This is an optimization exercise on Yosys and OpenROAD, whose aim is small area, not a production implementation.
At most, simulation tests tie the RTL to the original design; equivalence was not proved.
Function not checked in runs 1 and 2: the RTL went through the layout flow alone.
Power figures rest on the tool's default switching activity, not on a simulated workload.

File: flow/flow/run.sh
#!/bin/bash
# Standard ORFS layout, except that after the standard synthesis every
# combinational cell is set to its smallest drive strength; the flow's own
# repair steps then size up only what timing needs.
set -euo pipefail
W=$(pwd)
R=$W/orfs/results/$FLOW_PLATFORM/alu_system/base
LIB=$FLOW_HOME/platforms/$FLOW_PLATFORM/lib/sky130_fd_sc_hd__tt_025C_1v80.lib
bash standard.sh synth > $W/flow_synth.log 2>&1
cp $R/1_2_yosys.v $W/1_2_yosys_orig.v
python3 $W/flow/downsize.py $LIB $R/1_2_yosys.v > $W/flow_downsize.log 2>&1
rm -f $R/1_synth.odb
bash standard.sh REMOVE_ABC_BUFFERS=1 "BUFFER_PORTS_ARGS=-buffer_cell sky130_fd_sc_hd__buf_2" finish > $W/flow_finish.log 2>&1
File: flow/flow/downsize.py
# Rewrites a Yosys netlist so that every combinational cell uses the smallest-area
# variant of its function (same cell family, different drive strength).
# Registers keep their cell types. Usage: downsize.py LIB NETLIST
import re, sys
lib = open(sys.argv[1]).read()
area = {m.group(1): float(m.group(2)) for m in
        re.finditer(r'cell\s*\(\s*"?(sky130_fd_sc_hd__\w+)"?\s*\)\s*\{.*?area\s*:\s*([\d.]+)', lib, re.S)}
skip = re.compile(r'sky130_fd_sc_hd__(s?e?df|dl|sdl|clk|tap|fill|decap|conb|lpflow|probe|fa_|ha_|maj)')
fam = {}
for c in area:
    m = re.match(r'(sky130_fd_sc_hd__\w+?)_(\d+)$', c)
    if m and not skip.match(c):
        fam.setdefault(m.group(1), []).append(c)
best = {}
for f, cells in fam.items():
    b = min(cells, key=lambda c: (area[c], int(c.rsplit('_', 1)[1])))
    for c in cells:
        if c != b and area[c] > area[b]:
            best[c] = b
text = open(sys.argv[2]).read()
n = [0]
def sub(m):
    c = m.group(1)
    if c in best:
        n[0] += 1
        return best[c] + m.group(2)
    return m.group(0)
text = re.sub(r'\b(sky130_fd_sc_hd__\w+)(\s+[\\\w])', sub, text)
open(sys.argv[2], 'w').write(text)
print("downsized", n[0], "cells")
File: flow/standard.sh
#!/bin/bash
# synth_recipe.tcl (not shown) runs the flow's synth.tcl, then flattens the netlist and writes it again
# the make line also repeats each setting of config.mk as NAME=value (left out here)
make -C /OpenROAD-flow-scripts/flow DESIGN_CONFIG=/design/flow/config.mk WORK_HOME=/design/flow/orfs CLKGATE_MAP_FILE= SYNTH_SCRIPT=/design/flow/synth_recipe.tcl "${@:-finish}"
File: flow/config.mk
export PLATFORM = sky130hd
export DESIGN_NAME = alu_system
export DESIGN_NICKNAME = alu_system
export VERILOG_FILES = /design/flow/design.v
export SDC_FILE = /design/flow/constraint.sdc
export NUM_CORES = 4
export LEC_CHECK = 0
export CAP_MARGIN = 10
export CORE_MARGIN = 2
export CORE_UTILIZATION = 60
export CTS_BUF_LIST = sky130_fd_sc_hd__clkbuf_8
export CTS_CLUSTER_DIAMETER = 70
export CTS_CLUSTER_SIZE = 18
export GPL_TIMING_DRIVEN = 0
export SETUP_SLACK_MARGIN = 0.45
export SLEW_MARGIN = 10
export SYNTH_HIERARCHICAL = 1
export SYNTH_MINIMUM_KEEP_SIZE = 0
File: flow/constraint.sdc
create_clock -name core_clock -period 10.0 [get_ports {clk}]
set_input_delay 2.0000 -clock core_clock [delete_from_list [all_inputs] [get_ports {clk}]]
set_output_delay 2.0000 -clock core_clock [all_outputs]
set_load 0.01 [all_outputs]
File: flow/design.v
`default_nettype none
package alu_system_pkg;
    localparam int DATA_W    = 8;
    localparam int IR_W      = 16;
    localparam int MEM_DEPTH = 256;
    localparam int MAX_REGS  = 4;    
    typedef logic [DATA_W-1:0] data_t;
    typedef logic [IR_W-1:0]   ir_t;
    typedef enum logic [1:0] {
        FUN_DEC   = 2'd0,
        FUN_INC   = 2'd1,
        FUN_LOAD  = 2'd2,
        FUN_CLEAR = 2'd3
    } reg_fun_e;
    typedef enum logic [3:0] {
        OP_PASS_A = 4'd0,
        OP_PASS_B = 4'd1,
        OP_NOT_A  = 4'd2,
        OP_NOT_B  = 4'd3,
        OP_ADD    = 4'd4,
        OP_ADC    = 4'd5,    
        OP_SUB    = 4'd6,
        OP_AND    = 4'd7,
        OP_OR     = 4'd8,
        OP_XOR    = 4'd9,
        OP_LSL    = 4'd10,
        OP_LSR    = 4'd11,
        OP_ASL    = 4'd12,
        OP_ASR    = 4'd13,
        OP_ROL    = 4'd14,   
        OP_ROR    = 4'd15
    } alu_op_e;
    typedef struct packed {
        logic z;
        logic n;
        logic c;
        logic o;
    } flags_t;
    typedef struct packed {
        reg_fun_e            fun;
        logic [MAX_REGS-1:0] load_n;     
        logic [1:0]          sel_a;
        logic [1:0]          sel_b;
    } bank_ctrl_t;
    typedef struct packed {
        bank_ctrl_t rf;
        bank_ctrl_t arf;
        logic [1:0] mux_a_sel;
        logic [1:0] mux_b_sel;
        logic       mux_c_sel;
        alu_op_e    alu_op;
        logic       flag_we;
        reg_fun_e   ir_fun;
        logic       ir_low;
        logic       ir_en;
        logic       mem_wr;
        logic       mem_cs_n;
    } ctrl_t;
endpackage
`default_nettype wire
`default_nettype none
module reg_bank #(
    parameter int NUM_REGS = 4
) (
    input  wire                       clk,
    input  wire                       reset,
    input  alu_system_pkg::bank_ctrl_t i_ctrl,
    input  alu_system_pkg::data_t      i_data,
    output alu_system_pkg::data_t      o_a,
    output alu_system_pkg::data_t      o_b
);
    localparam int unsigned FOLD = alu_system_pkg::MAX_REGS - NUM_REGS;
    alu_system_pkg::data_t regs [0:NUM_REGS-1];
    alu_system_pkg::data_t nxt  [0:NUM_REGS-1];
    function automatic logic [1:0] fold_sel(input logic [1:0] sel);
        fold_sel = (32'(sel) < FOLD) ? 2'd0 : 2'(32'(sel) - FOLD);
    endfunction
    alu_system_pkg::data_t ld_data;
    logic                  is_dec;
    assign ld_data = i_ctrl.fun[0] ? '0 : i_data;
    assign is_dec  = !i_ctrl.fun[0];
    always_comb
    begin
        for (int i = 0; i < NUM_REGS; i++)
        begin
            logic                  en;
            logic                  step;
            alu_system_pkg::data_t flip;
            en   = !i_ctrl.load_n[i];
            step = en & !i_ctrl.fun[1];
            for (int b = 0; b < alu_system_pkg::DATA_W; b++)
            begin
                flip[b] = step;
                step    = step & (regs[i][b] ^ is_dec);
            end
            nxt[i] = (en & i_ctrl.fun[1]) ? ld_data : (regs[i] ^ flip);
        end
    end
    always_ff @(posedge clk or posedge reset)
    begin
        if (reset)
        begin
            for (int i = 0; i < NUM_REGS; i++)
            begin
                regs[i] <= '0;
            end
        end
        else
        begin
            for (int i = 0; i < NUM_REGS; i++)
            begin
                regs[i] <= nxt[i];
            end
        end
    end
    assign o_a = regs[fold_sel(i_ctrl.sel_a)];
    assign o_b = regs[fold_sel(i_ctrl.sel_b)];
endmodule
`default_nettype wire
`default_nettype none
module instr_reg (
    input  wire                     clk,
    input  wire                     reset,
    input  wire                     i_en,
    input  alu_system_pkg::reg_fun_e i_fun,
    input  wire                     i_low,
    input  alu_system_pkg::data_t    i_data,
    output alu_system_pkg::ir_t      o_ir
);
    alu_system_pkg::ir_t ir_q;
    alu_system_pkg::ir_t ir_nxt;
    alu_system_pkg::ir_t flip;
    alu_system_pkg::ir_t ld_val;
    logic                step;
    logic                is_dec;
    logic                do_ld;
    always_comb
    begin
        is_dec = !i_fun[0];
        step   = i_en & !i_fun[1];
        for (int b = 0; b < alu_system_pkg::IR_W; b++)
        begin
            flip[b] = step;
            step    = step & (ir_q[b] ^ is_dec);
        end
        ld_val = i_fun[0] ? '0 :
                 (i_low ? {ir_q[15:8], i_data} : {i_data, ir_q[7:0]});
        do_ld  = i_en & i_fun[1];
        ir_nxt = do_ld ? ld_val : (ir_q ^ flip);
    end
    always_ff @(posedge clk or posedge reset)
    begin
        if (reset)
            ir_q <= '0;
        else
            ir_q <= ir_nxt;
    end
    assign o_ir = ir_q;
endmodule
`default_nettype wire
`default_nettype none
module bus_mux (
    input  wire [1:0]            i_mux_a_sel,
    input  wire [1:0]            i_mux_b_sel,
    input  wire                  i_mux_c_sel,
    input  alu_system_pkg::data_t i_alu,
    input  alu_system_pkg::data_t i_arf_c,
    input  alu_system_pkg::data_t i_rf_a,
    input  alu_system_pkg::data_t i_mem,
    input  alu_system_pkg::ir_t   i_ir,
    output alu_system_pkg::data_t o_rf_data,
    output alu_system_pkg::data_t o_arf_data,
    output alu_system_pkg::data_t o_alu_a
);
    alu_system_pkg::data_t ir_low;
    assign ir_low = i_ir[alu_system_pkg::DATA_W-1:0];
    always_comb
    begin
        case (i_mux_a_sel)
            2'd0:    o_rf_data = i_alu;
            2'd1:    o_rf_data = i_arf_c;
            2'd2:    o_rf_data = i_mem;
            default: o_rf_data = ir_low;
        endcase
        case (i_mux_b_sel)
            2'd0,
            2'd1:    o_arf_data = i_alu;
            2'd2:    o_arf_data = i_mem;
            default: o_arf_data = ir_low;
        endcase
        o_alu_a = i_mux_c_sel ? i_rf_a : i_arf_c;    
    end
endmodule
`default_nettype wire
`default_nettype none
module alu_unit (
    input  wire                     clk,
    input  wire                     reset,
    input  alu_system_pkg::alu_op_e  i_op,
    input  wire                     i_flag_we,
    input  alu_system_pkg::data_t    i_a,
    input  alu_system_pkg::data_t    i_b,
    output alu_system_pkg::data_t    o_result,
    output alu_system_pkg::flags_t   o_flags
);
    localparam int W   = alu_system_pkg::DATA_W;
    localparam int MSB = W - 1;
    alu_system_pkg::flags_t flags_q;
    alu_system_pkg::flags_t flags_nxt;
    alu_system_pkg::data_t  result;
    alu_system_pkg::data_t  b_op;
    alu_system_pkg::data_t  sum;
    logic [W:0]             carry;
    logic                   is_sub;
    logic                   is_arith;    
    logic                   shl;         
    logic                   shr;         
    always_comb
    begin
        is_sub   = (i_op == alu_system_pkg::OP_SUB);
        b_op     = is_sub ? ~i_b : i_b;
        carry[0] = is_sub | ((i_op == alu_system_pkg::OP_ADC) & flags_q.c);
        for (int i = 0; i < W; i++)
        begin
            sum[i]     = i_a[i] ^ b_op[i] ^ carry[i];
            carry[i+1] = (i_a[i] & b_op[i]) | (carry[i] & (i_a[i] ^ b_op[i]));
        end
    end
    always_comb
    begin
        case (i_op)
            alu_system_pkg::OP_PASS_A: result = i_a;
            alu_system_pkg::OP_PASS_B: result = i_b;
            alu_system_pkg::OP_NOT_A:  result = ~i_a;
            alu_system_pkg::OP_NOT_B:  result = ~i_b;
            alu_system_pkg::OP_ADD,
            alu_system_pkg::OP_ADC,
            alu_system_pkg::OP_SUB:    result = sum;
            alu_system_pkg::OP_AND:    result = i_a & i_b;
            alu_system_pkg::OP_OR:     result = i_a | i_b;
            alu_system_pkg::OP_XOR:    result = i_a ^ i_b;
            alu_system_pkg::OP_LSL,
            alu_system_pkg::OP_ASL:    result = {i_a[MSB-1:0], 1'b0};
            alu_system_pkg::OP_LSR:    result = {1'b0, i_a[MSB:1]};
            alu_system_pkg::OP_ASR:    result = {i_a[MSB], i_a[MSB:1]};
            alu_system_pkg::OP_ROL:    result = {i_a[MSB-1:0], flags_q.c};
            default:                   result = {flags_q.c, i_a[MSB:1]};    
        endcase
        is_arith = (i_op == alu_system_pkg::OP_ADD) | (i_op == alu_system_pkg::OP_ADC) | is_sub;
        shl      = (i_op == alu_system_pkg::OP_LSL) | (i_op == alu_system_pkg::OP_ASL) |
                   (i_op == alu_system_pkg::OP_ROL);
        shr      = (i_op == alu_system_pkg::OP_LSR) | (i_op == alu_system_pkg::OP_ASR) |
                   (i_op == alu_system_pkg::OP_ROR);
        flags_nxt.z = (result == '0);
        flags_nxt.n = result[MSB];
        flags_nxt.c = is_arith ? carry[W] :
                      shl      ? i_a[MSB] :
                      shr      ? i_a[0]   : flags_q.c;
        flags_nxt.o = is_arith ? ((i_a[MSB] == b_op[MSB]) & (sum[MSB] != i_a[MSB])) :
                      (i_op == alu_system_pkg::OP_ASL) ? (i_a[MSB] ^ i_a[MSB-1]) : flags_q.o;
    end
    always_ff @(posedge clk or posedge reset)
    begin
        if (reset)
            flags_q <= '0;
        else if (i_flag_we)
            flags_q <= flags_nxt;
    end
    assign o_result = result;
    assign o_flags  = flags_q;
endmodule
`default_nettype wire
`default_nettype none
module mem_row (
    input  wire                   clk,
    input  wire                   i_sel_n,
    input  wire                   i_wen,
    input  alu_system_pkg::data_t i_col,
    output alu_system_pkg::data_t o_q
);
    alu_system_pkg::data_t q;
    always_ff @(posedge clk)
    begin
        q <= ~((q | {8{i_wen}}) & (i_col | {8{i_sel_n}}));
    end
    assign o_q = q;
endmodule
module mem_wen (
    input  wire  i_sel_n,
    input  wire  i_hw_n,
    output logic o_wen
);
    assign o_wen = !(i_sel_n | i_hw_n);
endmodule
module mem_pre (
    input  alu_system_pkg::data_t i_addr,
    input  wire                   i_cs_n,
    input  wire                   i_wr,
    output logic [15:0]           o_hi,
    output logic [15:0]           o_hw_n,
    output logic [15:0]           o_lo
);
    always_comb
    begin
        for (int i = 0; i < 16; i++)
        begin
            o_hi[i]   = (i_addr[7:4] == 4'(i)) & !i_cs_n;
            o_hw_n[i] = !(o_hi[i] & i_wr);
            o_lo[i]   = (i_addr[3:0] == 4'(i));
        end
    end
endmodule
module mem_dec (
    input  wire [15:0]            i_hi,
    input  wire [15:0]            i_lo,
    output logic [255:0]          o_sel_n
);
    always_comb
    begin
        for (int r = 0; r < 256; r++)
        begin
            o_sel_n[r] = !(i_hi[r / 16] & i_lo[r % 16]);
        end
    end
endmodule
module rd_pair (
    input  wire                   i_sel_n0,
    input  wire                   i_sel_n1,
    input  alu_system_pkg::data_t i_q0,
    input  alu_system_pkg::data_t i_q1,
    output alu_system_pkg::data_t o_z
);
    assign o_z = ~((i_q0 | {8{i_sel_n0}}) & (i_q1 | {8{i_sel_n1}}));
endmodule
module rd_nor4 (
    input  wire [31:0]            i_x,
    output alu_system_pkg::data_t o_y
);
    assign o_y = ~(i_x[7:0] | i_x[15:8] | i_x[23:16] | i_x[31:24]);
endmodule
module rd_nand4 (
    input  wire [31:0]            i_x,
    output alu_system_pkg::data_t o_y
);
    assign o_y = ~(i_x[7:0] & i_x[15:8] & i_x[23:16] & i_x[31:24]);
endmodule
module mem_read (
    input  wire [255:0]           i_sel_n,
    input  wire [2047:0]          i_q,
    output alu_system_pkg::data_t o_rd
);
    logic [1023:0] z1;       
    logic [255:0]  a2;       
    logic [63:0]   z3;       
    logic [15:0]   a4;       
    for (genvar p = 0; p < 128; p++)
    begin : g_l1
        rd_pair l1 (
            .i_sel_n0(i_sel_n[2*p]), .i_sel_n1(i_sel_n[2*p+1]),
            .i_q0(i_q[16*p +: 8]), .i_q1(i_q[16*p+8 +: 8]), .o_z(z1[8*p +: 8])
        );
    end
    for (genvar k = 0; k < 32; k++)
    begin : g_l2
        rd_nor4 l2 (.i_x(z1[32*k +: 32]), .o_y(a2[8*k +: 8]));
    end
    for (genvar k = 0; k < 8; k++)
    begin : g_l3
        rd_nand4 l3 (.i_x(a2[32*k +: 32]), .o_y(z3[8*k +: 8]));
    end
    for (genvar k = 0; k < 2; k++)
    begin : g_l4
        rd_nor4 l4 (.i_x(z3[32*k +: 32]), .o_y(a4[8*k +: 8]));
    end
    assign o_rd = a4[7:0] & a4[15:8];
endmodule
module data_memory (
    input  wire                  clk,
    input  alu_system_pkg::data_t i_addr,
    input  alu_system_pkg::data_t i_wdata,
    input  wire                  i_wr,
    input  wire                  i_cs_n,
    output alu_system_pkg::data_t o_rdata
);
    logic [15:0]           hi;
    logic [15:0]           hw_n;
    logic [15:0]           lo;
    logic [255:0]          sel_n;
    logic [255:0]          wen;
    logic [2047:0]         q;
    alu_system_pkg::data_t col;      
    alu_system_pkg::data_t rd;
    logic                  ph;       
    always_ff @(posedge clk)
    begin
        ph <= !ph;
    end
    assign col = i_wr ? (i_wdata ^ {8{ph}}) : '1;
    mem_pre pre0 (
        .i_addr(i_addr), .i_cs_n(i_cs_n), .i_wr(i_wr), .o_hi(hi), .o_hw_n(hw_n), .o_lo(lo)
    );
    mem_dec dec0 (.i_hi(hi), .i_lo(lo), .o_sel_n(sel_n));
    for (genvar r = 0; r < 256; r++)
    begin : g_row
        mem_wen wen0 (.i_sel_n(sel_n[r]), .i_hw_n(hw_n[r / 16]), .o_wen(wen[r]));
        mem_row row (
            .clk(clk), .i_sel_n(sel_n[r]), .i_wen(wen[r]), .i_col(col), .o_q(q[r*8 +: 8])
        );
    end
    mem_read rd0 (.i_sel_n(sel_n), .i_q(q), .o_rd(rd));
    logic rd_one;    
    logic rd_zero;   
    assign rd_one  = !i_cs_n & !i_wr & !ph;
    assign rd_zero = !i_cs_n & !i_wr & ph;
    for (genvar b = 0; b < 8; b++)
    begin : g_out
        assign o_rdata[b] = rd[b] ? rd_one : rd_zero;
    end
endmodule
`default_nettype wire
`default_nettype none
module alu_system (
    input  wire         clk,
    input  wire         reset,
    input  wire  [35:0] i_ctrl,
    output logic [7:0]  o_alu_out,
    output logic [3:0]  o_flags,
    output logic [7:0]  o_address,
    output logic [7:0]  o_mem_data,
    output logic [15:0] o_ir
);
    alu_system_pkg::ctrl_t ctrl;
    assign ctrl = alu_system_pkg::ctrl_t'(i_ctrl);
    alu_system_pkg::data_t rf_data;
    alu_system_pkg::data_t arf_data;
    alu_system_pkg::data_t rf_a;
    alu_system_pkg::data_t rf_b;
    alu_system_pkg::data_t arf_c;
    alu_system_pkg::data_t alu_a;
    reg_bank #(.NUM_REGS(4)) rf0 (
        .clk(clk), .reset(reset), .i_ctrl(ctrl.rf), .i_data(rf_data),
        .o_a(rf_a), .o_b(rf_b)
    );
    reg_bank #(.NUM_REGS(3)) arf0 (
        .clk(clk), .reset(reset), .i_ctrl(ctrl.arf), .i_data(arf_data),
        .o_a(arf_c), .o_b(o_address)
    );
    instr_reg ir0 (
        .clk(clk), .reset(reset), .i_en(ctrl.ir_en), .i_fun(ctrl.ir_fun),
        .i_low(ctrl.ir_low), .i_data(o_mem_data), .o_ir(o_ir)
    );
    bus_mux mux0 (
        .i_mux_a_sel(ctrl.mux_a_sel), .i_mux_b_sel(ctrl.mux_b_sel),
        .i_mux_c_sel(ctrl.mux_c_sel), .i_alu(o_alu_out), .i_arf_c(arf_c),
        .i_rf_a(rf_a), .i_mem(o_mem_data), .i_ir(o_ir),
        .o_rf_data(rf_data), .o_arf_data(arf_data), .o_alu_a(alu_a)
    );
    alu_unit alu0 (
        .clk(clk), .reset(reset), .i_op(ctrl.alu_op), .i_flag_we(ctrl.flag_we),
        .i_a(alu_a), .i_b(rf_b), .o_result(o_alu_out), .o_flags(o_flags)
    );
    data_memory mem0 (
        .clk(clk), .i_addr(o_address), .i_wdata(o_alu_out), .i_wr(ctrl.mem_wr),
        .i_cs_n(ctrl.mem_cs_n), .o_rdata(o_mem_data)
    );
endmodule
`default_nettype wire
==> flow_metrics.py, run 1 <==
metrics = {
    "final_layout": {
        "regArea_sq_um": 42900,
        "areaGrowthSynthToFinish_pct": 4.34,
        "nets": 7296,
        "multi_input_area_sq_um": 29700,
        "final_cell_mix": "o22ai_1, dfxtp_1, nor2_1",
        "final_common_cell": "o22ai_1",
        "nFillCells": 10500,
        "layout-drive-gt1-share_pct": 6.27,
    },
    "route": {
        "wire_per_inst_um": 25.8,
        "first_iter_violations": 7033,
        "drt_pass1_iterations": 6,
        "wirelength_mm": 230,
        "avgViaCountPerCell": 7.14,
        "ant_nets": 0,
        "drc": 0,
        "vias": 63600,
    },
    "grt": {
        "grt_pass1_wl_mm": 347,
        "antenna_found_initial": 3,
        "overflow": 0,
        "grt_pass1_vias": 56700,
        "grt.total_usage_pct": 34.1,
        "grt_start_max_net_pins": 64,
    },
    "floorplan": {
        "ios": 82,
        "coreArea_sq_um": 125000,
        "rows": 130,
        "die_x_um": 359,
        "die_h_um": 359,
        "dieArea_sq_um": 129000,
        "initial_utilization_pct": 60.4,
    },
    "place": {
        "port_buffers": 80,
        "dp_hpwl_mm": 152,
        "gp_congestion": 0.866,
        "dp_slack_ps": -323,
    },
    "synthesis": {
        "syn_inst": 7857,
        "netlist_area_sq_um": 75800,
        "syn_avg_cell_area_sq_um": 9.64,
        "yosys_warnings": 19,
    },
    "sta": {
        "rsz0062_at_grt": "true",
        "timing.fmax_mhz": 104,
        "fin_setup_tns_ps": 0,
        "period_share_pct": 96.6,
        "fin_ws_ps": 342,
        "skew_ps": 53.8,
        "worst_slew_pin_slew_ps": 1170,
        "finalMaxSlewViolations": 0,
        "hold_viol_final": 0,
        "post-route-min-period_ps": 9660,
        "slew_headroom_pct": 22.0,
        "setup_viol": 0,
    },
    "cts": {
        "clock_path_buffers": 3,
        "path_clk_slew_ps": 100,
        "cts_setup_buffers": 0,
        "htreeDepth": 4,
        "worstSkewPairLatency_ps": 940,
        "numCtsBuffers": 139,
        "cts_hold_buf": 0,
        "cts_tree": "built",
        "cts.sinks": 2125,
        "clockRootBuffer": "clkbuf_8",
    },
    "run": {
        "cap_violations": 0,
    },
    "worst_setup_path": {
        "crit_path_max_incr_delay_ps": 640,
        "end_kind": "output port",
        "path_max_fanout": 17,
        "critPathLaunchType": "input pin",
        "ff2ff_setup_slack_ps": 2500,
        "r2r_cells": 20,
        "r2r_start": "rf0.regs[2][0]$_DFF_PP0_",
        "criticalPathCategory": "in -> out",
        "worstPathRequired_ps": 8000,
        "path_cells": "buf_2 > nor2_1 > a21oi_2 > nand2b_1 > nor3_2 > buf_4 > buf_4 > buf_6 > nand2_1 > o22ai_1 > nor4_1 > nand4_1 > nor4_4 > and2_1 > xnor2_1 > nor2_2 > buf_2",
        "rr_endpoint": "mem0.g_row[111].row.q[6]$_DFF_P_",
        "arrival_ps": 7660,
        "critPathSlowestCell": "nor4_1",
    },
    "power": {
        "irDropWorstVdd_uv": 153,
        "pwr_density_cell_nw_per_um2": 214,
        "p_leak_nw": 29.2,
        "power_mw": 16.9,
    },
    "hold_path": {
        "worst_hold_startpoint": "mem0.g_row[255].row.q[0]$_DFF_P_",
        "hp-class": "reg -> reg",
        "min_path_cells": 1,
        "hold_path_end": "mem0.g_row[255].row.q[0]$_DFF_P_",
    },
    "run_status": {
        "status": "complete, no violations",
    },
}
==> per-stage QoR <==
step / instances / util [%] / hold slack (ps) / cell area, sq um
after floorplan: 6926 / - / 422 / 72300
after global placement: 8656 / 59.6 / 430 / 74700
after detailed placement: 8742 / 61.1 / 437 / 76600
after CTS: 8911 / 62.9 / 450 / 78900
after global routing: 8912 / 63.0 / 459 / 79100
final: 8913 / 63.0 / 446 / 79100
==> repair_timing <==
action	4_1_cts	5_1_grt
pin swaps	0	6
resized for setup	24	23
cloned	0	0
setup endpoints to repair	10	10
==> final cells by class <==
cell class                 count  area share, %
tap                         1650           2.61
clock inverter                24          0.247
clock buffer                 145           2.52
timing repair buffer         166           2.60
sequential                  2125           54.3
multi-input combinational   4765           37.5
antenna                        2        0.00633
inverter                      36          0.171
==> sequential cells by signal, summed over array words and instances (netlist names) <==
name,count
alu0.flags_q,4
mem0.ph,1
ir0.ir_q,16
rf0.regs,32
arf0.regs,24
mem0.g_row.row.q,2048
==> worst max-delay path, delay by kind of cell <==
kind / cells / cell delay (ps)
simple gates: 9 / 3600
buf+inv: 5 / 1220
compound gates: 2 / 700
xor+xnor: 1 / 80
==> how the worst max path moves through the flow <==
stage | from | endpoint | slack (ps) | cells after the start
floorplan | i_ctrl[9] | mem0.g_row[0].row.q[7]$_DFF_P_ | -1300 | 20
global placement | i_ctrl[9] | mem0.g_row[126].row.q[7]$_DFF_P_ | -7190 | 21
detailed placement | i_ctrl[16] | o_mem_data[4] | -320 | 17
CTS | i_ctrl[17] | o_mem_data[7] | 340 | 17
global route | i_ctrl[17] | o_mem_data[0] | 310 | 17
finish | i_ctrl[17] | o_mem_data[4] | 340 | 17
==> per-layer routing <==
metal / up-vias / part of all wire [%] / track usage, %
met2: 2441 / 43 / 49.7
met4: 4 / 3.5 / 12.0
li1: 29500 / - / -
met1: 31200 / 45 / 50.5
met5: - / 0.026 / 0
met3: 424 / 8.3 / 6.35
==> power breakdown <==
part	switching (mW)	internal, mW
Clock	2.65	1.36
Combinational	2.10	1.19
Sequential	0.474	9.14
==> run 2, diff against run 1 <==
--- a/flow/design.v
+++ b/flow/design.v
@@ -59,6 +59,18 @@
 endpackage
 `default_nettype wire
 `default_nettype none
+module cnt_bit (
+    input  wire  i_q,
+    input  wire  i_t,
+    input  wire  i_dec,
+    input  wire  i_ld,
+    input  wire  i_ldv_n,    
+    output logic o_nxt,
+    output logic o_t
+);
+    assign o_nxt = i_ld ? !i_ldv_n : (i_q ^ i_t);
+    assign o_t   = i_t & (i_q ^ i_dec);
+endmodule
 module reg_bank #(
     parameter int NUM_REGS = 4
 ) (
@@ -75,25 +87,22 @@
     function automatic logic [1:0] fold_sel(input logic [1:0] sel);
         fold_sel = (32'(sel) < FOLD) ? 2'd0 : 2'(32'(sel) - FOLD);
     endfunction
-    alu_system_pkg::data_t ld_data;
+    alu_system_pkg::data_t ld_data_n;
     logic                  is_dec;
-    assign ld_data = i_ctrl.fun[0] ? '0 : i_data;
-    assign is_dec  = !i_ctrl.fun[0];
-    always_comb
-    begin
-        for (int i = 0; i < NUM_REGS; i++)
-        begin
-            logic                  en;
-            logic                  step;
-            alu_system_pkg::data_t flip;
-            en   = !i_ctrl.load_n[i];
-            step = en & !i_ctrl.fun[1];
-            for (int b = 0; b < alu_system_pkg::DATA_W; b++)
-            begin
-                flip[b] = step;
-                step    = step & (regs[i][b] ^ is_dec);
-            end
-            nxt[i] = (en & i_ctrl.fun[1]) ? ld_data : (regs[i] ^ flip);
+    assign ld_data_n = ~(i_ctrl.fun[0] ? '0 : i_data);
+    assign is_dec    = !i_ctrl.fun[0];
+    for (genvar i = 0; i < NUM_REGS; i++)
+    begin : g_reg
+        logic [alu_system_pkg::DATA_W:0] t;
+        logic                            ld;
+        assign t[0] = !i_ctrl.load_n[i] & !i_ctrl.fun[1];
+        assign ld   = !i_ctrl.load_n[i] & i_ctrl.fun[1];
+        for (genvar b = 0; b < alu_system_pkg::DATA_W; b++)
+        begin : g_bit
+            cnt_bit cb (
+                .i_q(regs[i][b]), .i_t(t[b]), .i_dec(is_dec), .i_ld(ld),
+                .i_ldv_n(ld_data_n[b]), .o_nxt(nxt[i][b]), .o_t(t[b+1])
+            );
         end
     end
     always_ff @(posedge clk or posedge reset)
@@ -129,24 +138,23 @@
 );
     alu_system_pkg::ir_t ir_q;
     alu_system_pkg::ir_t ir_nxt;
-    alu_system_pkg::ir_t flip;
-    alu_system_pkg::ir_t ld_val;
-    logic                step;
-    logic                is_dec;
+    alu_system_pkg::ir_t ldv_n;
+    logic [alu_system_pkg::IR_W:0] t;
     logic                do_ld;
-    always_comb
-    begin
-        is_dec = !i_fun[0];
-        step   = i_en & !i_fun[1];
-        for (int b = 0; b < alu_system_pkg::IR_W; b++)
-        begin
-            flip[b] = step;
-            step    = step & (ir_q[b] ^ is_dec);
-        end
-        ld_val = i_fun[0] ? '0 :
-                 (i_low ? {ir_q[15:8], i_data} : {i_data, ir_q[7:0]});
-        do_ld  = i_en & i_fun[1];
-        ir_nxt = do_ld ? ld_val : (ir_q ^ flip);
+    logic                ld_lo;
+    logic                ld_hi;
+    assign do_ld = i_en & i_fun[1];
+    assign ld_lo = do_ld & (i_fun[0] | i_low);
+    assign ld_hi = do_ld & (i_fun[0] | !i_low);
+    assign ldv_n = ~(i_fun[0] ? '0 : {i_data, i_data});
+    assign t[0]  = i_en & !i_fun[1];
+    for (genvar b = 0; b < alu_system_pkg::IR_W; b++)
+    begin : g_bit
+        cnt_bit cb (
+            .i_q(ir_q[b]), .i_t(t[b]), .i_dec(!i_fun[0]),
+            .i_ld((b < alu_system_pkg::DATA_W) ? ld_lo : ld_hi),
+            .i_ldv_n(ldv_n[b]), .o_nxt(ir_nxt[b]), .o_t(t[b+1])
+        );
     end
     always_ff @(posedge clk or posedge reset)
     begin
--- a/flow/config.mk
+++ b/flow/config.mk
@@ -9,8 +9,8 @@
 export CORE_MARGIN = 2
 export CORE_UTILIZATION = 60
 export CTS_BUF_LIST = sky130_fd_sc_hd__clkbuf_8
-export CTS_CLUSTER_DIAMETER = 70
-export CTS_CLUSTER_SIZE = 18
+export CTS_CLUSTER_DIAMETER = 65
+export CTS_CLUSTER_SIZE = 16
 export GPL_TIMING_DRIVEN = 0
 export SETUP_SLACK_MARGIN = 0.45
 export SLEW_MARGIN = 10
==> run 2 against run 1 <==
- still clean
- worst setup slack worse by 59 ps
- register-to-register slack better by 530 ps
- synthesized area is 0.83% lower
- cell count is 1.7% lower
- synthesized cell count is 2.7% lower
- total power is 5.8% higher
- critical endpoint is now o_mem_data[3]
==> flow_metrics.py, run 2 <==
metrics = {
    "run_status": {
        "status": "complete, no violations",
    },
    "route": {
        "wirelength_mm": 227,
        "vias": 62000,
        "first_iter_violations": 7032,
        "drc": 0,
        "avgViaCountPerCell": 7.08,
        "wire_per_inst_um": 26.0,
        "drt_pass1_iterations": 6,
        "ant_nets": 0,
    },
    "cts": {
        "numCtsBuffers": 154,
        "cts.sinks": 2125,
        "clock_path_buffers": 3,
        "cts_hold_buf": 0,
        "clockRootBuffer": "clkbuf_8",
        "htreeDepth": 4,
        "cts_tree": "built",
        "cts_setup_buffers": 0,
        "worstSkewPairLatency_ps": 930,
        "path_clk_slew_ps": 90,
    },
    "final_layout": {
        "final_common_cell": "o22ai_1",
        "areaGrowthSynthToFinish_pct": 4.71,
        "top_register": "mem0.g_row.row.q",
        "largestRegisters": "mem0.g_row.row.q (2048), rf0.regs (32), arf0.regs (24)",
        "nets": 7159,
        "layout-drive-gt1-share_pct": 6.29,
        "largest_reg_flops": 2048,
        "fin_cells": 8761,
        "final_cell_mix": "o22ai_1, dfxtp_1, nand2_1",
        "nFillCells": 10300,
    },
    "floorplan": {
        "rows": 129,
        "dieArea_sq_um": 128000,
        "die_h_um": 358,
        "coreArea_sq_um": 124000,
        "die_x_um": 358,
        "ios": 82,
        "initial_utilization_pct": 60.6,
    },
    "sta": {
        "finalMaxSlewViolations": 0,
        "worst_slew_pin_slew_ps": 1270,
        "slew_headroom_pct": 15.1,
        "rsz0062_at_grt": "true",
        "hold_slack_ps": 446,
        "timing.fmax_mhz": 103,
        "hold_viol_final": 0,
        "skew_ps": 53.2,
        "period_share_pct": 97.2,
        "post-route-min-period_ps": 9720,
        "setup_viol": 0,
    },
    "synthesis": {
        "syn_inst": 7647,
        "syn_avg_cell_area_sq_um": 9.83,
        "netlist_area_sq_um": 75100,
        "yosys_warnings": 21,
    },
    "power": {
        "internal_power_mw": 12.3,
        "irDropWorstVdd_uv": 155,
        "p_seq_share_pct": 55.0,
        "clkPwrFrac_pct": 23.5,
        "switching_power_mw": 5.62,
        "p_leak_nw": 29.3,
        "pwr_density_cell_nw_per_um2": 228,
        "p_sw_share_pct": 31.4,
        "power_mw": 17.9,
        "combPwrFrac_pct": 21.6,
    },
    "worst_setup_path": {
        "critPathLaunchType": "input pin",
        "path_cells": "buf_2 > nor2_1 > a21oi_2 > nand2b_1 > nor3_2 > buf_6 > buf_6 > nand2_1 > o22ai_1 > nor4_1 > nand4_1 > nor4_1 > and2_1 > xnor2_1 > nor2_2 > buf_2",
        "arrival_ps": 7720,
        "worstPathRequired_ps": 8000,
        "crit_path_max_incr_delay_ps": 880,
        "critPathSlowestCell": "nor4_1",
        "end_kind": "output port",
        "criticalPathCategory": "in -> out",
        "r2r_cells": 19,
        "path_max_fanout": 17,
    },
    "place": {
        "port_buffers": 80,
        "gp_congestion": 0.879,
        "place_inst": 8577,
        "dp_hpwl_mm": 150,
    },
    "grt": {
        "overflow": 0,
        "grt_pass1_wl_mm": 339,
        "grt.total_usage_pct": 34.1,
        "antenna_found_initial": 7,
        "grt_pass1_vias": 55100,
        "grt_start_max_net_pins": 64,
    },
    "hold_path": {
        "hp-class": "reg -> reg",
        "min_path_cells": 1,
    },
    "run": {
        "cap_violations": 0,
    },
}
run 2: power groups by stage:
| stage | combinational, mW | sequential [mW] | clock, mW |
|---|---|---|---|
| floorplan | 2.10 | 9.91 | 0 |
| global placement | 3.40 | 10.0 | 0 |
| detailed placement | 3.71 | 10.0 | 0 |
| CTS | 3.74 | 9.83 | 4.27 |
| global route | 4.01 | 9.94 | 4.59 |
| finish | 3.86 | 9.84 | 4.20 |
run 2: metal layers:
layer	track usage [%]	wire, um	up-vias	part of all wire [%]
met1	51.3	103000	30500	45
met5	0.333	71	-	0.031
met4	10.7	6650	4	2.9
li1	-	-	28700	-
met2	50.2	98700	2459	43
met3	5.53	18900	358	8.3
run 2: area by class of cell:
class                      instances  area (sq um)  area share, %
sequential                      2125         42900           54.6
multi-input combinational       4616         29200           37.1
clock buffer                     159          2190           2.78
tap                             1637          2050           2.60
timing repair buffer             162          1940           2.47
clock inverter                    19           216          0.275
inverter                          37           139          0.177
antenna                            6          15.0         0.0191
run 2: what timing repair did:
action / in CTS / in global routing
setup endpoints to repair: 9 / 8
resized for setup: 14 / 17
hold endpoints to repair: 0 / 0
pin swaps: 0 / 3
run 2: path summary, 6_finish.rpt:
check / startpoint / end / slack [ps]
min in group asynchronous: reset / alu0.flags_q[2]$_DFFE_PP0P_ / 1080
max: i_ctrl[17] / o_mem_data[3] / 280
max in group asynchronous: reset / arf0.regs[1][0]$_DFF_PP0_ / 7990
min reg2reg: mem0.g_row[221].row.q[1]$_DFF_P_ / mem0.g_row[221].row.q[1]$_DFF_P_ / 450
max reg2reg: rf0.regs[3][0]$_DFF_PP0_ / mem0.g_row[86].row.q[6]$_DFF_P_ / 3030
min: mem0.g_row[221].row.q[1]$_DFF_P_ / mem0.g_row[221].row.q[1]$_DFF_P_ / 450
run 2: worst max-delay path: cells and delay by family:
family,cells,cell delay (ps)
AO/OA/AOI/OAI,2,660
XOR/XNOR,1,100
buffers and inverters,4,970
AND/OR/NAND/NOR,9,3960
run 2: metrics by stage:
stage	instance area [sq um]	util [%]	setup slack (ps)	TNS, ps
after global placement	74300	60.0	-7120	-
final	78700	63.5	283	0
after floorplan	71900	-	-1300	-780140
after CTS	78500	63.4	316	0
after global routing	78700	63.5	378	0
after detailed placement	76100	61.4	-263	-566
==> run 3, diff against run 2 <==
--- a/flow/design.v
+++ b/flow/design.v
@@ -201,6 +201,13 @@
 endmodule
 `default_nettype wire
 `default_nettype none
+module alu_mux4 (
+    input  wire [3:0] i_d,
+    input  wire [1:0] i_s,
+    output logic      o_y
+);
+    assign o_y = i_d[i_s];
+endmodule
 module alu_unit (
     input  wire                     clk,
     input  wire                     reset,
@@ -218,11 +225,15 @@
     alu_system_pkg::data_t  result;
     alu_system_pkg::data_t  b_op;
     alu_system_pkg::data_t  sum;
+    alu_system_pkg::data_t  logic_r;     
+    alu_system_pkg::data_t  shl_r;       
+    alu_system_pkg::data_t  shr_r;       
     logic [W:0]             carry;
+    logic [3:0]             tt;          
+    logic [1:0]             pick;        
     logic                   is_sub;
     logic                   is_arith;    
-    logic                   shl;         
-    logic                   shr;         
+    logic                   is_shift;
     always_comb
     begin
         is_sub   = (i_op == alu_system_pkg::OP_SUB);
@@ -237,33 +248,38 @@
     always_comb
     begin
         case (i_op)
-            alu_system_pkg::OP_PASS_A: result = i_a;
-            alu_system_pkg::OP_PASS_B: result = i_b;
-            alu_system_pkg::OP_NOT_A:  result = ~i_a;
-            alu_system_pkg::OP_NOT_B:  result = ~i_b;
-            alu_system_pkg::OP_ADD,
-            alu_system_pkg::OP_ADC,
-            alu_system_pkg::OP_SUB:    result = sum;
-            alu_system_pkg::OP_AND:    result = i_a & i_b;
-            alu_system_pkg::OP_OR:     result = i_a | i_b;
-            alu_system_pkg::OP_XOR:    result = i_a ^ i_b;
-            alu_system_pkg::OP_LSL,
-            alu_system_pkg::OP_ASL:    result = {i_a[MSB-1:0], 1'b0};
-            alu_system_pkg::OP_LSR:    result = {1'b0, i_a[MSB:1]};
-            alu_system_pkg::OP_ASR:    result = {i_a[MSB], i_a[MSB:1]};
-            alu_system_pkg::OP_ROL:    result = {i_a[MSB-1:0], flags_q.c};
-            default:                   result = {flags_q.c, i_a[MSB:1]};    
+            alu_system_pkg::OP_PASS_A: tt = 4'b1100;
+            alu_system_pkg::OP_PASS_B: tt = 4'b1010;
+            alu_system_pkg::OP_NOT_A:  tt = 4'b0011;
+            alu_system_pkg::OP_NOT_B:  tt = 4'b0101;
+            alu_system_pkg::OP_AND:    tt = 4'b1000;
+            alu_system_pkg::OP_OR:     tt = 4'b1110;
+            default:                   tt = 4'b0110;    
         endcase
+    end
+    for (genvar i = 0; i < W; i++)
+    begin : g_lu
+        alu_mux4 lu (.i_d(tt), .i_s({i_a[i], i_b[i]}), .o_y(logic_r[i]));
+    end
+    assign shl_r = {i_a[MSB-1:0], (i_op == alu_system_pkg::OP_ROL) & flags_q.c};
+    assign shr_r = {((i_op == alu_system_pkg::OP_ASR) & i_a[MSB]) |
+                    ((i_op == alu_system_pkg::OP_ROR) & flags_q.c), i_a[MSB:1]};
+    always_comb
+    begin
         is_arith = (i_op == alu_system_pkg::OP_ADD) | (i_op == alu_system_pkg::OP_ADC) | is_sub;
-        shl      = (i_op == alu_system_pkg::OP_LSL) | (i_op == alu_system_pkg::OP_ASL) |
-                   (i_op == alu_system_pkg::OP_ROL);
-        shr      = (i_op == alu_system_pkg::OP_LSR) | (i_op == alu_system_pkg::OP_ASR) |
-                   (i_op == alu_system_pkg::OP_ROR);
+        is_shift = i_op[3] & (i_op[2] | i_op[1]);        
+        pick     = is_shift ? {1'b1, i_op[0]} : {1'b0, is_arith};
+    end
+    for (genvar i = 0; i < W; i++)
+    begin : g_res
+        alu_mux4 rs (.i_d({shr_r[i], shl_r[i], sum[i], logic_r[i]}), .i_s(pick), .o_y(result[i]));
+    end
+    always_comb
+    begin
         flags_nxt.z = (result == '0);
         flags_nxt.n = result[MSB];
         flags_nxt.c = is_arith ? carry[W] :
-                      shl      ? i_a[MSB] :
-                      shr      ? i_a[0]   : flags_q.c;
+                      is_shift ? (i_op[0] ? i_a[0] : i_a[MSB]) : flags_q.c;
         flags_nxt.o = is_arith ? ((i_a[MSB] == b_op[MSB]) & (sum[MSB] != i_a[MSB])) :
                       (i_op == alu_system_pkg::OP_ASL) ? (i_a[MSB] ^ i_a[MSB-1]) : flags_q.o;
     end
--- a/flow/config.mk
+++ b/flow/config.mk
@@ -9,10 +9,10 @@
 export CORE_MARGIN = 2
 export CORE_UTILIZATION = 60
 export CTS_BUF_LIST = sky130_fd_sc_hd__clkbuf_8
-export CTS_CLUSTER_DIAMETER = 65
-export CTS_CLUSTER_SIZE = 16
+export CTS_CLUSTER_DIAMETER = 70
+export CTS_CLUSTER_SIZE = 18
 export GPL_TIMING_DRIVEN = 0
-export SETUP_SLACK_MARGIN = 0.45
+export SETUP_SLACK_MARGIN = 0.3
 export SLEW_MARGIN = 10
 export SYNTH_HIERARCHICAL = 1
 export SYNTH_MINIMUM_KEEP_SIZE = 0
==> run 3 against run 2 <==
- utilization fell by 0.30 points
- global-route usage fell by 0.27 points
- worst hold slack improved by 1.4 ps
- highest routed layer unchanged
- synthesized cell count fell by 1.5%
- largest cell class unchanged
- critical path depth fell by 2
==> flow_metrics.py, run 3 <==
metrics = {
    "run_status": {
        "status": "complete, no violations",
    },
    "worst_setup_path": {
        "critPathSlowestCell": "a21oi_4",
        "cp_num_buf_inv": 2,
        "path_cells": "buf_2 > nor2_1 > a21oi_4 > and4bb_2 > and2_1 > nand2_1 > o22ai_1 > nor4_1 > nand4_1 > nor4_1 > and2_1 > xnor2_1 > nor2_1 > buf_2",
        "worstPathRequired_ps": 8000,
        "end_kind": "output port",
        "crit_path_max_incr_delay_ps": 690,
        "critPathLaunchType": "input pin",
        "cp_top_family": "simple AND/OR/NAND/NOR gates",
        "path_max_fanout": 17,
        "arrival_ps": 7700,
        "criticalPathCategory": "in -> out",
    },
    "route": {
        "avgViaCountPerCell": 7.07,
        "wirelength_mm": 224,
        "first_iter_violations": 7090,
        "wire_per_inst_um": 25.8,
        "ant_nets": 0,
        "drt_pass1_iterations": 6,
        "vias": 61100,
        "drc": 0,
    },
    "final_layout": {
        "layout-drive-gt1-share_pct": 6.28,
        "areaGrowthSynthToFinish_pct": 4.54,
        "fin_area_sq_um": 78000,
        "nFillCells": 10300,
        "top_register": "mem0.g_row.row.q",
        "final_common_cell": "o22ai_1",
        "fin_cells": 8651,
        "largest_reg_flops": 2048,
        "largestRegisters": "mem0.g_row.row.q (2048), rf0.regs (32), arf0.regs (24)",
        "nets": 7024,
        "final_cell_mix": "o22ai_1, dfxtp_1, nor2_1",
    },
    "sta": {
        "finalMaxSlewViolations": 0,
        "skew_ps": 32.2,
        "rsz0062_at_grt": "true",
        "setup_viol": 0,
        "fin_setup_tns_ps": 0,
        "slew_headroom_pct": 16.6,
        "worst_slew_pin_slew_ps": 1250,
        "post-route-min-period_ps": 9700,
        "period_share_pct": 97.0,
        "timing.fmax_mhz": 103,
        "hold_viol_final": 0,
        "hold_slack_ps": 448,
    },
    "grt": {
        "grt_pass1_vias": 54700,
        "overflow": 0,
        "grt_start_max_net_pins": 63,
        "grt.total_usage_pct": 33.9,
        "grt_pass1_wl_mm": 336,
        "antenna_found_initial": 6,
    },
    "place": {
        "port_buffers": 80,
        "postPlaceCellArea_sq_um": 75500,
        "place_inst": 8472,
        "gp_congestion": 0.860,
        "dp_hpwl_mm": 147,
    },
    "floorplan": {
        "dieArea_sq_um": 127000,
        "coreArea_sq_um": 123000,
        "rows": 129,
        "die_x_um": 357,
        "die_h_um": 357,
        "initial_utilization_pct": 60.4,
        "ios": 82,
    },
    "cts": {
        "cts_setup_buffers": 0,
        "path_clk_slew_ps": 90,
        "clock_path_buffers": 3,
        "clockRootBuffer": "clkbuf_8",
        "cts.sinks": 2125,
        "cts_tree": "built",
        "numCtsBuffers": 140,
        "htreeDepth": 4,
        "worstSkewPairLatency_ps": 930,
    },
    "synthesis": {
        "netlist_area_sq_um": 74600,
        "syn_inst": 7535,
        "syn_avg_cell_area_sq_um": 9.90,
        "yosys_warnings": 21,
    },
    "power": {
        "irDropWorstVdd_uv": 182,
        "p_leak_nw": 28.9,
        "pwr_density_cell_nw_per_um2": 246,
        "power_mw": 19.2,
    },
    "run": {
        "cap_violations": 0,
    },
    "hold_path": {
        "hp-class": "reg -> reg",
    },
}
==> run 3: metal layers <==
metal | vias up | track usage [%] | part of all wire (%)
li1 | 28300 | - | -
met1 | 30200 | 50.9 | 45
met2 | 2258 | 49.8 | 43
met3 | 319 | 5.88 | 8.4
met4 | 4 | 9.81 | 2.7
met5 | - | 0 | 0.013
==> run 3: final cells by class <==
cell class,instances,area (sq um),area share [%]
Sequential cell,2125,42900,55.0
Multi-Input combinational cell,4527,28700,36.8
Clock buffer,149,2050,2.63
Tap cell,1637,2050,2.63
Timing Repair Buffer,161,1890,2.43
Clock inverter,26,279,0.358
Inverter,22,82.6,0.106
Antenna cell,4,10.0,0.0128
==> run 3: repair_timing <==
| item | in CTS | in global routing |
|---|---|---|
| pin swaps | 0 | 1 |
| setup endpoints to repair | 7 | 8 |
| hold buffers | 0 | 0 |
| gates resized for setup | 10 | 10 |
==> run 3: power breakdown <==
group	total (mW)	internal (mW)	switching, mW	leakage [nW]
combinational	5.01	1.82	3.19	7.99
sequential	10.0	9.43	0.602	19.7
clock	4.14	1.48	2.67	1.22
==> run 3: worst paths after layout <==
path                            cells after the start  slack (ps)                         endpoint                            start
max in group asynchronous                           2        8010        arf0.regs[1][6]$_DFF_PP0_                            reset
worst max register to register                     20        3120  mem0.g_row[65].row.q[7]$_DFF_P_        arf0.regs[2][0]$_DFF_PP0_
worst min-delay path                                1         450  mem0.g_row[87].row.q[7]$_DFF_P_  mem0.g_row[87].row.q[7]$_DFF_P_
min in group asynchronous                           2        1050      alu0.flags_q[3]$_DFFE_PP0P_                            reset
worst min register to register                      1         450  mem0.g_row[87].row.q[7]$_DFF_P_  mem0.g_row[87].row.q[7]$_DFF_P_
worst max-delay path                               14         300                    o_mem_data[2]                       i_ctrl[17]
==> run 3: worst register-to-register path, stage by stage, from the launching register on <==
cell	delay [ps]
dfrtp_1	430
mux2i_1	100
a21oi_1	380
mux2_2	320
inv_1	80
fa_1	450
fa_1	410
fa_1	410
fa_1	420
fa_1	400
fa_1	380
inv_1	80
fa_1	180
fa_1	450
mux4_2	580
xnor2_1	200
nand2_4	390
buf_12	280
buf_16	310
buf_16	290
o22ai_1	210
==> run 3: per-stage QoR <==
step                      util, %  setup WS [ps]
final                        63.2            300
after global routing         63.2            244
after CTS                    63.1            364
after detailed placement     61.2           -510
after global placement       59.8          -6860
after floorplan                 -          -1120
==> run 4, diff against run 3 <==
--- a/flow/config.mk
+++ b/flow/config.mk
@@ -9,10 +9,10 @@
 export CORE_MARGIN = 2
 export CORE_UTILIZATION = 60
 export CTS_BUF_LIST = sky130_fd_sc_hd__clkbuf_8
-export CTS_CLUSTER_DIAMETER = 70
-export CTS_CLUSTER_SIZE = 18
+export CTS_CLUSTER_DIAMETER = 65
+export CTS_CLUSTER_SIZE = 16
 export GPL_TIMING_DRIVEN = 0
-export SETUP_SLACK_MARGIN = 0.3
+export SETUP_SLACK_MARGIN = 0.45
 export SLEW_MARGIN = 10
 export SYNTH_HIERARCHICAL = 1
 export SYNTH_MINIMUM_KEEP_SIZE = 0
==> run 4 against run 3 <==
- still clean on timing, DRC and antenna
- global-route usage is essentially flat
- sequential share of layout area shrank 0.094 points
- sequential power is essentially flat
- maximum frequency grew 1.6%
- via count shrank 0.11%
- utilization grew 0.11 points
- worst setup slack gained 150 ps
- critical path depth grew 1
- register-to-register slack lost 30 ps
- die area is the same
- clock skew grew 6.6 ps
- critical endpoint is now o_mem_data[7]
==> flow_metrics.py, run 4 <==
metrics = {
    "run_status": {
        "status": "complete, no violations",
    },
    "worst_setup_path": {
        "path_max_fanout": 17,
        "cp_top_family": "simple AND/OR/NAND/NOR gates",
        "cp_num_buf_inv": 3,
        "ff2ff_setup_slack_ps": 3090,
        "path_cells": "buf_2 > nor2_1 > a21oi_2 > or3_1 > nor3_2 > buf_6 > nand2_1 > o22ai_1 > nor4_1 > nand4_1 > nor4_4 > and2_1 > xnor2_1 > nor2_1 > buf_2",
        "criticalPathCategory": "in -> out",
        "cp.depth": 15,
        "r2r_start": "arf0.regs[2][0]$_DFF_PP0_",
        "rr_endpoint": "mem0.g_row[71].row.q[7]$_DFF_P_",
        "critPathLaunchType": "input pin",
        "worstPathRequired_ps": 8000,
        "end_kind": "output port",
        "r2r_cells": 20,
        "critPathSlowestCell": "nor4_1",
        "arrival_ps": 7550,
        "crit_path_max_incr_delay_ps": 830,
    },
    "place": {
        "gp_congestion": 0.860,
        "place_inst": 8472,
        "port_buffers": 80,
        "dp_hpwl_mm": 147,
        "dp_slack_ps": -510,
    },
    "floorplan": {
        "die_x_um": 357,
        "rows": 129,
        "ios": 82,
        "initial_utilization_pct": 60.4,
        "die_h_um": 357,
        "dieArea_sq_um": 127000,
        "coreArea_sq_um": 123000,
    },
    "route": {
        "first_iter_violations": 7023,
        "drt_pass1_iterations": 6,
        "ant_nets": 0,
        "avgViaCountPerCell": 7.05,
        "wirelength_mm": 223,
        "drc": 0,
        "vias": 61100,
        "wire_per_inst_um": 25.8,
    },
    "final_layout": {
        "layout-drive-gt1-share_pct": 6.45,
        "regArea_sq_um": 42900,
        "largest_reg_flops": 2048,
        "nets": 7041,
        "fin_util_pct": 63.3,
        "multi_input_area_sq_um": 28700,
        "areaGrowthSynthToFinish_pct": 4.72,
        "top_register": "mem0.g_row.row.q",
        "largestRegisters": "mem0.g_row.row.q (2048), rf0.regs (32), arf0.regs (24)",
        "final_cell_mix": "o22ai_1, dfxtp_1, nor2_1",
        "nFillCells": 10300,
        "fin_cells": 8657,
        "final_common_cell": "o22ai_1",
    },
    "hold_path": {
        "hp-class": "reg -> reg",
        "hold_path_end": "mem0.g_row[179].row.q[1]$_DFF_P_",
        "worst_hold_startpoint": "mem0.g_row[179].row.q[1]$_DFF_P_",
        "min_path_cells": 1,
    },
    "grt": {
        "grt_pass1_wl_mm": 336,
        "grt.total_usage_pct": 33.8,
        "grt_pass1_vias": 54600,
        "grt_start_max_net_pins": 63,
        "overflow": 0,
        "antenna_found_initial": 5,
    },
    "cts": {
        "htreeDepth": 4,
        "cts_tree": "built",
        "cts.sinks": 2125,
        "clock_path_buffers": 3,
        "numCtsBuffers": 154,
        "worstSkewPairLatency_ps": 930,
        "path_clk_slew_ps": 90,
        "clockRootBuffer": "clkbuf_8",
    },
    "sta": {
        "rsz0062_at_grt": "true",
        "slew_headroom_pct": 16.8,
        "skew_ps": 38.9,
        "finalMaxSlewViolations": 0,
        "post-route-min-period_ps": 9550,
        "hold_viol_final": 0,
        "period_share_pct": 95.5,
        "worst_slew_pin_slew_ps": 1250,
        "setup_viol": 0,
        "fin_ws_ps": 449,
        "timing.fmax_mhz": 105,
    },
    "power": {
        "irDropWorstVdd_uv": 204,
        "p_leak_nw": 29.0,
        "pwr_density_cell_nw_per_um2": 247,
    },
    "synthesis": {
        "syn_avg_cell_area_sq_um": 9.90,
        "yosys_warnings": 21,
        "netlist_area_sq_um": 74600,
        "syn_inst": 7535,
    },
    "run": {
        "cap_violations": 0,
    },
}
run 4: area by class of cell:
type / instances / area share [%]
clock buffers: 162 / 2.85
clock inverters: 18 / 0.237
inverters: 22 / 0.106
repair buffers: 164 / 2.45
well taps: 1637 / 2.62
flip-flops and latches: 2125 / 54.9
multi-input cells: 4527 / 36.8
diodes: 2 / 0.00641
run 4: through the flow:
step | power (mW) | hold WS, ps | setup TNS, ps | instance area, sq um
3_3_place_gp | 14.6 | 429 | - | 73800
4_1_cts | 19.2 | 448 | 0 | 78000
2_1_floorplan | 12.8 | 422 | -713460 | 71400
3_5_place_dp | 15.1 | 437 | -1350 | 75500
5_1_grt | 20.0 | 458 | 0 | 78100
6_report | 19.3 | 446 | 0 | 78100
run 4: repair_timing:
| action | in CTS | in global routing |
|---|---|---|
| endpoints found under the setup margin | 7 | 8 |
| pin swaps | 0 | 5 |
| buffers inserted | 0 | 3 |
| hold buffers | 0 | 0 |
| gates resized for setup | 15 | 12 |
run 4: worst max-delay path by stage:
stage | from | end | slack (ps)
final | i_ctrl[17] | o_mem_data[7] | 450
after global routing | i_ctrl[17] | o_mem_data[4] | 420
after CTS | i_ctrl[17] | o_mem_data[0] | 420
after detailed placement | i_ctrl[17] | o_mem_data[0] | -510
after global placement | i_ctrl[16] | o_mem_data[1] | -6860
after floorplan | i_ctrl[10] | mem0.g_row[0].row.q[7]$_DFF_P_ | -1120
run 4: layer usage:
layer	vias to the layer above	routed length [um]	GRT usage [%]
li1	28300	-	-
met1	30100	102000	51.3
met2	2352	97000	49.6
met3	322	18900	5.67
met4	4	5670	9.47
met5	-	21	0
run 4: power by group:
part           internal [mW]  switching (mW)
registers               9.43           0.604
logic                   1.83            3.19
clock network           1.55            2.66
total                   12.8            6.46
==> run 5, diff against run 4 <==
--- a/flow/flow/run.sh
+++ b/flow/flow/run.sh
@@ -1,7 +1,11 @@
 #!/bin/bash
-# Standard ORFS layout, except that after the standard synthesis every
-# combinational cell is set to its smallest drive strength; the flow's own
-# repair steps then size up only what timing needs.
+# Standard ORFS layout with three changes:
+# - after the standard synthesis (run unchanged), every combinational cell is
+#   set to its smallest drive strength (downsize.py); registers keep their
+#   cells, and the flow's repair steps size up only what slew and timing need;
+# - the buffers ABC inserted are removed at floorplan (REMOVE_ABC_BUFFERS);
+# - the port buffers are small buffers instead of delay cells.
+# Each tool's output goes to flow_*.log here; ORFS keeps its own logs in orfs/logs.
 set -euo pipefail
 W=$(pwd)
 R=$W/orfs/results/$FLOW_PLATFORM/alu_system/base
==> flow/config.mk (replaced) <==
export PLATFORM = sky130hd
export DESIGN_NAME = alu_system
export DESIGN_NICKNAME = alu_system
export VERILOG_FILES = /design/flow/design.v
export SDC_FILE = /design/flow/constraint.sdc
export NUM_CORES = 4
export LEC_CHECK = 0
export CAP_MARGIN = 0
export CORE_MARGIN = 2
export CORE_UTILIZATION = 60
export CTS_BUF_LIST = sky130_fd_sc_hd__clkbuf_8
export CTS_CLUSTER_DIAMETER = 70
export CTS_CLUSTER_SIZE = 18
export GPL_TIMING_DRIVEN = 0
export SETUP_SLACK_MARGIN = 0.3
export SLEW_MARGIN = 0
export SYNTH_HIERARCHICAL = 1
export SYNTH_MINIMUM_KEEP_SIZE = 0
==> run 5 against run 4 <==
- non-clock buffer count down 10
- sequential power about the same
- first-iteration DRC count up 0.78%
- critical path depth up 1
- critical endpoint is now o_mem_data[5]
- worst hold slack worse by 0.67 ps
- still clean
- wire length down 0.37%
- clock power about the same
- total power down 0.14%
- flip-flop and latch count unchanged
- critical path type unchanged
- cell count about the same
==> flow_metrics.py, run 5 <==
metrics = {
    "run_status": {
        "status": "complete, no violations",
    },
    "final_layout": {
        "final_cell_mix": "o22ai_1, dfxtp_1, nor2_1",
        "final_common_cell": "o22ai_1",
        "nFillCells": 10400,
        "nets": 7019,
        "top_register": "mem0.g_row.row.q",
        "multi_input_area_sq_um": 28700,
        "largestRegisters": "mem0.g_row.row.q (2048), rf0.regs (32), arf0.regs (24)",
        "regArea_sq_um": 42900,
        "largest_reg_flops": 2048,
        "fin_cells": 8662,
        "layout-drive-gt1-share_pct": 6.31,
        "areaGrowthSynthToFinish_pct": 4.73,
    },
    "grt": {
        "grt.total_usage_pct": 33.6,
        "overflow": 0,
        "grt_start_max_net_pins": 71,
        "antenna_found_initial": 2,
        "grt_pass1_vias": 54500,
        "grt_pass1_wl_mm": 334,
    },
    "cts": {
        "worstSkewPairLatency_ps": 920,
        "cts.sinks": 2125,
        "clock_path_buffers": 3,
        "cts_hold_buf": 0,
        "clockRootBuffer": "clkbuf_8",
        "htreeDepth": 4,
        "path_clk_slew_ps": 80,
        "cts_tree": "built",
        "numCtsBuffers": 142,
    },
    "run": {
        "cap_violations": 0,
    },
    "power": {
        "irDropWorstVdd_uv": 199,
        "p_sw_share_pct": 33.6,
        "combPwrFrac_pct": 25.9,
        "p_leak_nw": 29.0,
        "power_mw": 19.2,
        "clkPwrFrac_pct": 22.0,
        "p_seq_share_pct": 52.2,
        "internal_power_mw": 12.8,
        "switching_power_mw": 6.46,
        "pwr_density_cell_nw_per_um2": 246,
    },
    "route": {
        "drt_pass1_iterations": 8,
        "vias": 61200,
        "avgViaCountPerCell": 7.06,
        "wirelength_mm": 223,
        "first_iter_violations": 7078,
        "wire_per_inst_um": 25.7,
        "drc": 0,
        "ant_nets": 0,
    },
    "sta": {
        "setup_viol": 0,
        "timing.fmax_mhz": 103,
        "period_share_pct": 97.1,
        "skew_ps": 37.6,
        "hold_slack_ps": 446,
        "fin_setup_tns_ps": 0,
        "finalMaxSlewViolations": 0,
        "rsz0062_at_grt": "true",
        "fin_ws_ps": 294,
        "worst_slew_pin_slew_ps": 1330,
        "post-route-min-period_ps": 9710,
        "slew_headroom_pct": 10.9,
        "hold_viol_final": 0,
    },
    "floorplan": {
        "initial_utilization_pct": 60.4,
        "die_h_um": 357,
        "rows": 129,
        "coreArea_sq_um": 123000,
        "ios": 82,
        "dieArea_sq_um": 127000,
        "die_x_um": 357,
    },
    "worst_setup_path": {
        "end_kind": "output port",
        "path_cells": "buf_2 > nor2_1 > a21oi_2 > nand2b_1 > nor3_2 > buf_6 > buf_6 > nand2_1 > o22ai_1 > nor4_1 > nand4_1 > nor4_4 > and2_1 > xnor2_1 > nor2_1 > buf_2",
        "rr_endpoint": "mem0.g_row[86].row.q[7]$_DFF_P_",
        "criticalPathCategory": "in -> out",
        "worstPathRequired_ps": 8000,
        "critical_path.startpoint": "i_ctrl[17]",
        "crit_path_max_incr_delay_ps": 690,
        "path_max_fanout": 17,
        "r2r_cells": 19,
        "arrival_ps": 7710,
        "ff2ff_setup_slack_ps": 2980,
        "critPathLaunchType": "input pin",
        "critPathSlowestCell": "nor4_4",
        "r2r_start": "arf0.regs[2][0]$_DFF_PP0_",
    },
    "synthesis": {
        "syn_inst": 7535,
        "syn_avg_cell_area_sq_um": 9.90,
        "yosys_warnings": 21,
        "netlist_area_sq_um": 74600,
    },
    "place": {
        "port_buffers": 80,
        "dp_slack_ps": -514,
        "dp_hpwl_mm": 146,
        "place_inst": 8463,
        "gp_congestion": 0.860,
    },
    "hold_path": {
        "min_path_cells": 1,
        "hold_path_end": "mem0.g_row[87].row.q[7]$_DFF_P_",
        "hp-class": "reg -> reg",
        "worst_hold_startpoint": "mem0.g_row[87].row.q[7]$_DFF_P_",
    },
}
[run 5: cell type report]
type	instances	area share, %
Timing Repair Buffer	154	2.42
Antenna cell	3	0.00961
Multi-Input combinational cell	4527	36.7
Tap cell	1637	2.62
Sequential cell	2125	54.9
Inverter	22	0.106
Clock buffer	159	2.80
Clock inverter	35	0.379
[run 5: routing by layer]
metal  global-route usage, %  share of wire [%]  wire length [um]  vias up
met5                       0                  0                 0        -
met4                    9.94                2.6              5840        0
met3                    4.88                7.9             17600      302
met2                    49.6                 43             96600     2225
met1                    51.0                 46            102000    30300
li1                        -                  -                 -    28300
[run 5: stage by stage]
step                cell area, sq um  util (%)
global placement               73800      59.8
finish                         78100      63.3
CTS                            78000      63.2
detailed placement             75500      61.1
global route                   78100      63.3
floorplan                      71400         -
[run 5: what timing repair did]
item	in CTS	in global routing
hold endpoints to repair	0	0
setup buffers	0	0
resized for setup	12	11
setup endpoints to repair	8	8
pin swaps	0	0
gates cloned	0	0
[run 5: power by group through the flow]
| stage | logic, mW | registers (mW) | clock network, mW |
|---|---|---|---|
| global route | 5.16 | 10.1 | 4.61 |
| CTS | 4.85 | 10.0 | 4.29 |
| floorplan | 2.73 | 10.1 | 0 |
| finish | 4.97 | 10.0 | 4.23 |
| detailed placement | 4.82 | 10.2 | 0 |
| global placement | 4.44 | 10.2 | 0 |
[run 5: critical path: cells and delay by family]
kind / cells / cell delay, ps
compound gates: 2 / 730
xor+xnor: 1 / 60
buf+inv: 4 / 990
simple gates: 9 / 3880
[run 5: how the worst max path moves through the flow]
stage | cells past startpoint | to | slack (ps)
5_1_grt | 14 | o_mem_data[0] | 270
2_1_floorplan | 16 | mem0.g_row[0].row.q[7]$_DFF_P_ | -1120
6_report | 16 | o_mem_data[5] | 290
4_1_cts | 14 | o_mem_data[0] | 160
3_3_place_gp | 13 | o_mem_data[1] | -6860
3_5_place_dp | 14 | o_mem_data[0] | -510

[afterwards: timing with drivers on the ports]
The results above use ideal ports. As a check the final layouts listed here were re-extracted and re-timed, cells and wires unchanged. Step 1 (the two cells are an assumption about what drives the block):
set clk [get_ports {clk}]
set_driving_cell -lib_cell sky130_fd_sc_hd__clkbuf_16 $clk
set_driving_cell -lib_cell sky130_fd_sc_hd__buf_2 [delete_from_list [all_inputs] $clk]
Step 2 adds t to the input delays and takes it off the output delays; t is the mean of the earliest and latest rising clock arrival at the registers after step 1. Input paths then give back, and output paths get back, about the clock's delay inside the block. Three values: ideal, step 1, step 2; two values: the first two.
| run | shift t [ns] | slack for setup (ns) | worst setup path at the end |
|---|---|---|---|
| run 1 | 0.986 | 0.342 / 0.320 / 0.320 | input to output |
| run 2 | 0.976 | 0.283 / 0.256 / 0.256 | input to output |
| run 3 | 0.984 | 0.300 / 0.247 / 0.247 | input to output |
| run 4 | 0.986 | 0.449 / 0.400 / 0.400 | input to output |
| run 5 | 0.974 | 0.294 / 0.244 / 0.244 | input to output |
After both steps every run listed still meets setup and hold. For run 3, which loses most, drivers alone change the setup slack by -0.053 ns; drivers and shift together by -0.053 ns.
